Source: an optimization exercise on an open RTL-to-GDS flow (aim: small area, a short achievable clock period and few clock cycles). Production flows keep margins and buffers that such runs may drop. The RTL was checked by simulation tests, not by an equivalence proof against the original design.

the reference run:
==> module indexed_insert_erase_array_top, before the edit <==
module indexed_insert_erase_array_top #(
    parameter int DEPTH = 16
) (
    input  logic         i_clk,
    input  logic         i_rst_n,
    input  logic         i_req_valid,
    output logic         o_req_ready,
    input  logic [1:0]   i_req_kind,
    input  logic [4:0]   i_req_index,
    input  logic [31:0]  i_req_write_data,
    output logic         o_rsp_valid,
    input  logic         i_rsp_ready,
    output logic [31:0]  o_rsp_read_data,
    output logic [1:0]   o_rsp_status,
    output logic [4:0]   o_rsp_entry_count
);
    logic        r_ready;
    logic        e_valid;
    logic        e_rd, e_ins, e_era;
    logic [4:0]  e_idx;
    logic [15:0] e_ge;       
    logic [31:0] e_wdata;
    logic [4:0]  r_count;
    logic [15:0] r_occ;      
    logic [3:0]  r_perm [16];
    logic [31:0] r_data [16];
    logic        q0_valid, q1_valid;
    logic [15:0] q0_sel;     
    logic        q1_ok;
    logic        q0_fail,  q1_fail;
    logic [3:0]  q1_slot;
    logic [1:0]  q0_status, q1_status;
    logic [4:0]  q0_count, q1_count;
    logic        o_valid;
    logic [31:0] o_rdata;
    logic [1:0]  o_status;
    logic [4:0]  o_count;
    logic        exec;
    logic        is_rd, is_ins, is_era;
    logic        empty, full;
    logic        idx_lt_n, idx_le_n;
    logic [1:0]  e_status;
    logic [4:0]  e_count;
    logic        ins_do, era_do;
    logic [3:0]  idx_slot;
    logic [3:0]  top_slot;
    logic        o_free, pop, push;
    assign exec   = e_valid && !q1_valid;
    assign is_rd  = e_rd;
    assign is_ins = e_ins;
    assign is_era = e_era;
    assign empty  = !r_occ[0];
    assign full   = r_occ[15];
    assign idx_lt_n = |(e_ge & r_occ);
    assign idx_le_n = |(e_ge & {r_occ[14:0], 1'b1});
    always_comb begin
        e_status = iiea_pkg::ST_OK;
        e_count  = r_count;
        if (is_rd) begin
            if (empty)          e_status = iiea_pkg::ST_EMPTY;
            else if (!idx_lt_n) e_status = iiea_pkg::ST_RANGE;
        end else if (is_ins) begin
            if (full)           e_status = iiea_pkg::ST_FULL;
            else if (!idx_le_n) e_status = iiea_pkg::ST_RANGE;
            else                e_count  = r_count + 5'd1;
        end else if (is_era) begin
            if (empty)          e_status = iiea_pkg::ST_EMPTY;
            else if (!idx_lt_n) e_status = iiea_pkg::ST_RANGE;
            else                e_count  = r_count - 5'd1;
        end else begin
            e_status = iiea_pkg::ST_RANGE;
        end
    end
    assign ins_do   = is_ins && !q1_valid && !full;
    assign era_do   = is_era && !q1_valid;
    always_comb begin
        idx_slot = '0;
        for (int k = 0; k < 16; k++) begin
            if (e_ge[k] && !((k != 0) && e_ge[(k == 0) ? 0 : k - 1])) idx_slot = idx_slot | r_perm[k];
        end
    end
    assign top_slot = r_perm[15];
    always_ff @(posedge i_clk) begin
        for (int k = 0; k < 16; k++) begin
            if (!i_rst_n) begin
                r_perm[k] <= 4'(k);
            end else if (ins_do && (k != 0) && e_ge[(k == 0) ? 0 : k - 1]) begin
                r_perm[k] <= r_perm[(k == 0) ? 0 : k - 1];
            end else if (ins_do && e_ge[k]) begin
                r_perm[k] <= top_slot;
            end else if (era_do && e_ge[k]) begin
                r_perm[k] <= (k == 15) ? idx_slot : r_perm[(k == 15) ? 15 : k + 1];
            end
        end
    end
    always_ff @(posedge i_clk) begin
        for (int s = 0; s < 16; s++) begin
            if (ins_do && (top_slot == 4'(s))) begin
                r_data[s] <= e_wdata;
            end
        end
    end
    logic [31:0] rd_word;
    logic        e_ok, e_fail;
    assign e_ok   = is_rd && idx_lt_n;
    assign e_fail = is_rd && !idx_lt_n;
    always_comb begin
        rd_word = {32{q0_fail}};
        for (int s = 0; s < 16; s++) begin
            rd_word = rd_word | (r_data[s] & {32{q0_sel[s]}});
        end
    end
    assign o_free = !o_valid || i_rsp_ready;
    assign pop    = q0_valid && o_free;
    assign push   = exec;
    always_ff @(posedge i_clk) begin
        if (!i_rst_n) begin
            r_ready  <= 1'b1;
            e_valid  <= 1'b0;
            e_rd     <= 1'b0;
            e_ins    <= 1'b0;
            e_era    <= 1'b0;
            q0_valid <= 1'b0;
            q1_valid <= 1'b0;
            o_valid  <= 1'b0;
            r_count  <= 5'd0;
            r_occ    <= '0;
        end else begin
            if (r_ready) begin
                e_valid <= i_req_valid;
                e_rd    <= i_req_valid && (i_req_kind == iiea_pkg::KIND_READ);
                e_ins   <= i_req_valid && (i_req_kind == iiea_pkg::KIND_INSERT);
                e_era   <= i_req_valid && (i_req_kind == iiea_pkg::KIND_ERASE);
            end
            if (exec) begin
                r_count <= e_count;
                if (is_ins && !full && idx_le_n) r_occ <= {r_occ[14:0], 1'b1};
                if (is_era && idx_lt_n)          r_occ <= {1'b0, r_occ[15:1]};
            end
            q0_valid <= q1_valid || push || (q0_valid && !pop);
            q1_valid <= q0_valid && !pop && (q1_valid || push);
            if (o_free) o_valid <= q0_valid;
            r_ready <= !((r_ready ? i_req_valid : e_valid) &&
                         (q0_valid && !pop && (q1_valid || push)));
        end
    end
    always_ff @(posedge i_clk) begin
        if (r_ready) begin
            e_idx   <= i_req_index;
            for (int k = 0; k < 16; k++) e_ge[k] <= (5'(k) >= i_req_index);
            e_wdata <= i_req_write_data;
        end
    end
    always_ff @(posedge i_clk) begin
        if (!q0_valid || pop) begin
            if (q1_valid) begin
                q0_sel    <= q1_ok ? 16'(1) << q1_slot : 16'd0;
                q0_fail   <= q1_fail;
                q0_status <= q1_status;
                q0_count  <= q1_count;
            end else begin
                q0_sel    <= e_ok ? 16'(1) << idx_slot : 16'd0;
                q0_fail   <= e_fail;
                q0_status <= e_status;
                q0_count  <= e_count;
            end
        end
        if (!q1_valid) begin
            q1_ok     <= e_ok;
            q1_fail   <= e_fail;
            q1_slot   <= idx_slot;
            q1_status <= e_status;
            q1_count  <= e_count;
        end
    end
    always_ff @(posedge i_clk) begin
        if (o_free) begin
            o_rdata  <= rd_word;
            o_status <= q0_status;
            o_count  <= q0_count;
        end
    end
    assign o_req_ready       = r_ready;
    assign o_rsp_valid       = o_valid;
    assign o_rsp_read_data   = o_rdata;
    assign o_rsp_status      = o_status;
    assign o_rsp_entry_count = o_count;
endmodule
Settings: LEC_CHECK=0, CAP_MARGIN=20, CORE_MARGIN=2, CORE_UTILIZATION=55, CTS_CLUSTER_DIAMETER=80, CTS_CLUSTER_SIZE=30, SETUP_SLACK_MARGIN=1.8, SLEW_MARGIN=20; clock period 4.0 ns.
run.sh (not shown) runs the stock make flow with config.mk's settings and CLKGATE_MAP_FILE= SYNTH_SCRIPT=/design/flow/synth_recipe.tcl, a recipe that flattens the netlist after the stock synthesis.
Testbench counts of the reference run, summed over its fixed seeds: cycles 4,824.
Changes in the trial run relative to the reference run:
--- a/flow/design.v
+++ b/flow/design.v
@@ -48,14 +48,13 @@
     logic [4:0]  r_count;
     logic [15:0] r_occ;      
     logic [3:0]  r_perm [16];
     logic [31:0] r_data [16];
     logic        q0_valid, q1_valid;
-    logic [15:0] q0_sel;     
-    logic        q1_ok;
+    logic        q0_ok,    q1_ok;
     logic        q0_fail,  q1_fail;
-    logic [3:0]  q1_slot;
+    logic [3:0]  q0_slot,  q1_slot;
     logic [1:0]  q0_status, q1_status;
     logic [4:0]  q0_count, q1_count;
     logic        o_valid;
     logic [31:0] o_rdata;
     logic [1:0]  o_status;
@@ -130,11 +129,11 @@
     assign e_ok   = is_rd && idx_lt_n;
     assign e_fail = is_rd && !idx_lt_n;
     always_comb begin
         rd_word = {32{q0_fail}};
         for (int s = 0; s < 16; s++) begin
-            rd_word = rd_word | (r_data[s] & {32{q0_sel[s]}});
+            rd_word = rd_word | (r_data[s] & {32{q0_ok && (q0_slot == 4'(s))}});
         end
     end
     assign o_free = !o_valid || i_rsp_ready;
     assign pop    = q0_valid && o_free;
     assign push   = exec;
@@ -177,16 +176,18 @@
         end
     end
     always_ff @(posedge i_clk) begin
         if (!q0_valid || pop) begin
             if (q1_valid) begin
-                q0_sel    <= q1_ok ? 16'(1) << q1_slot : 16'd0;
+                q0_ok     <= q1_ok;
+                q0_slot   <= q1_slot;
                 q0_fail   <= q1_fail;
                 q0_status <= q1_status;
                 q0_count  <= q1_count;
             end else begin
-                q0_sel    <= e_ok ? 16'(1) << idx_slot : 16'd0;
+                q0_ok     <= e_ok;
+                q0_slot   <= idx_slot;
                 q0_fail   <= e_fail;
                 q0_status <= e_status;
                 q0_count  <= e_count;
             end
         end
### Flow results
- The trial run finished every step from synthesis to the final layout, and the layout passed the timing, design-rule and antenna checks.
- The trial run vs. the reference run: count of clock-net buffers in the final layout fell by 2.4%; final critical delay including setup and external delays now larger; global-route usage higher.
- Total wirelength of the detailed-routed design came out higher on the trial run than on the reference run.
- [compare] base=the reference run new=the trial run: routed via count +471; worst path buffer plus inverter count +1; worst setup slack -0.056 ns; synthesized-area fraction occupied by adder cells ~0 delta; proportion of cell area occupied by multi-input gates -0.16 points.
- Sort the trial run and the reference run by area added between synthesis and finish, ascending, and the reference run comes first.
- Delta (the trial run minus the reference run): endpoint arrival time on the critical path -0.02 ns; cell area increased by 690 um^2 relative to the old numbers.
Testbench counts of the trial run, summed over its fixed seeds: cycles 4,824.

-- afterwards: timing with drivers on the ports --
The flow's constraints put no driver on any port. The routed layouts listed below were extracted and timed again, unchanged, in two steps. Step 1 (the two cells are an assumption about what drives the block):
set clk [get_ports {i_clk}]
set_driving_cell -lib_cell sky130_fd_sc_hd__clkbuf_16 $clk
set_driving_cell -lib_cell sky130_fd_sc_hd__buf_2 [delete_from_list [all_inputs] $clk]
Step 2 adds t to the input delays and takes it off the output delays; t is the mean of the earliest and latest rising clock arrival at the registers after step 1. Input paths then give back, and output paths get back, about the clock's delay inside the block. Three values: no drivers, after step 1, after step 2; two values: the first two.
run	t (ns)	setup WS [ns]	clock arrival spread, ns	worst register clock-pin slew, ns	worst slew at a driven data input, ns
the reference run	0.641	1.724 / 1.724 / 1.570	0.023 / 0.023	0.11 / 0.11	0.04
the trial run	0.634	1.668 / 1.668 / 1.498	0.041 / 0.040	0.11 / 0.11	0.04
After both steps every run listed still meets setup and hold. The setup slack of the trial run, which loses most, moves by 0.000 ns with the drivers and by -0.170 ns with both steps.
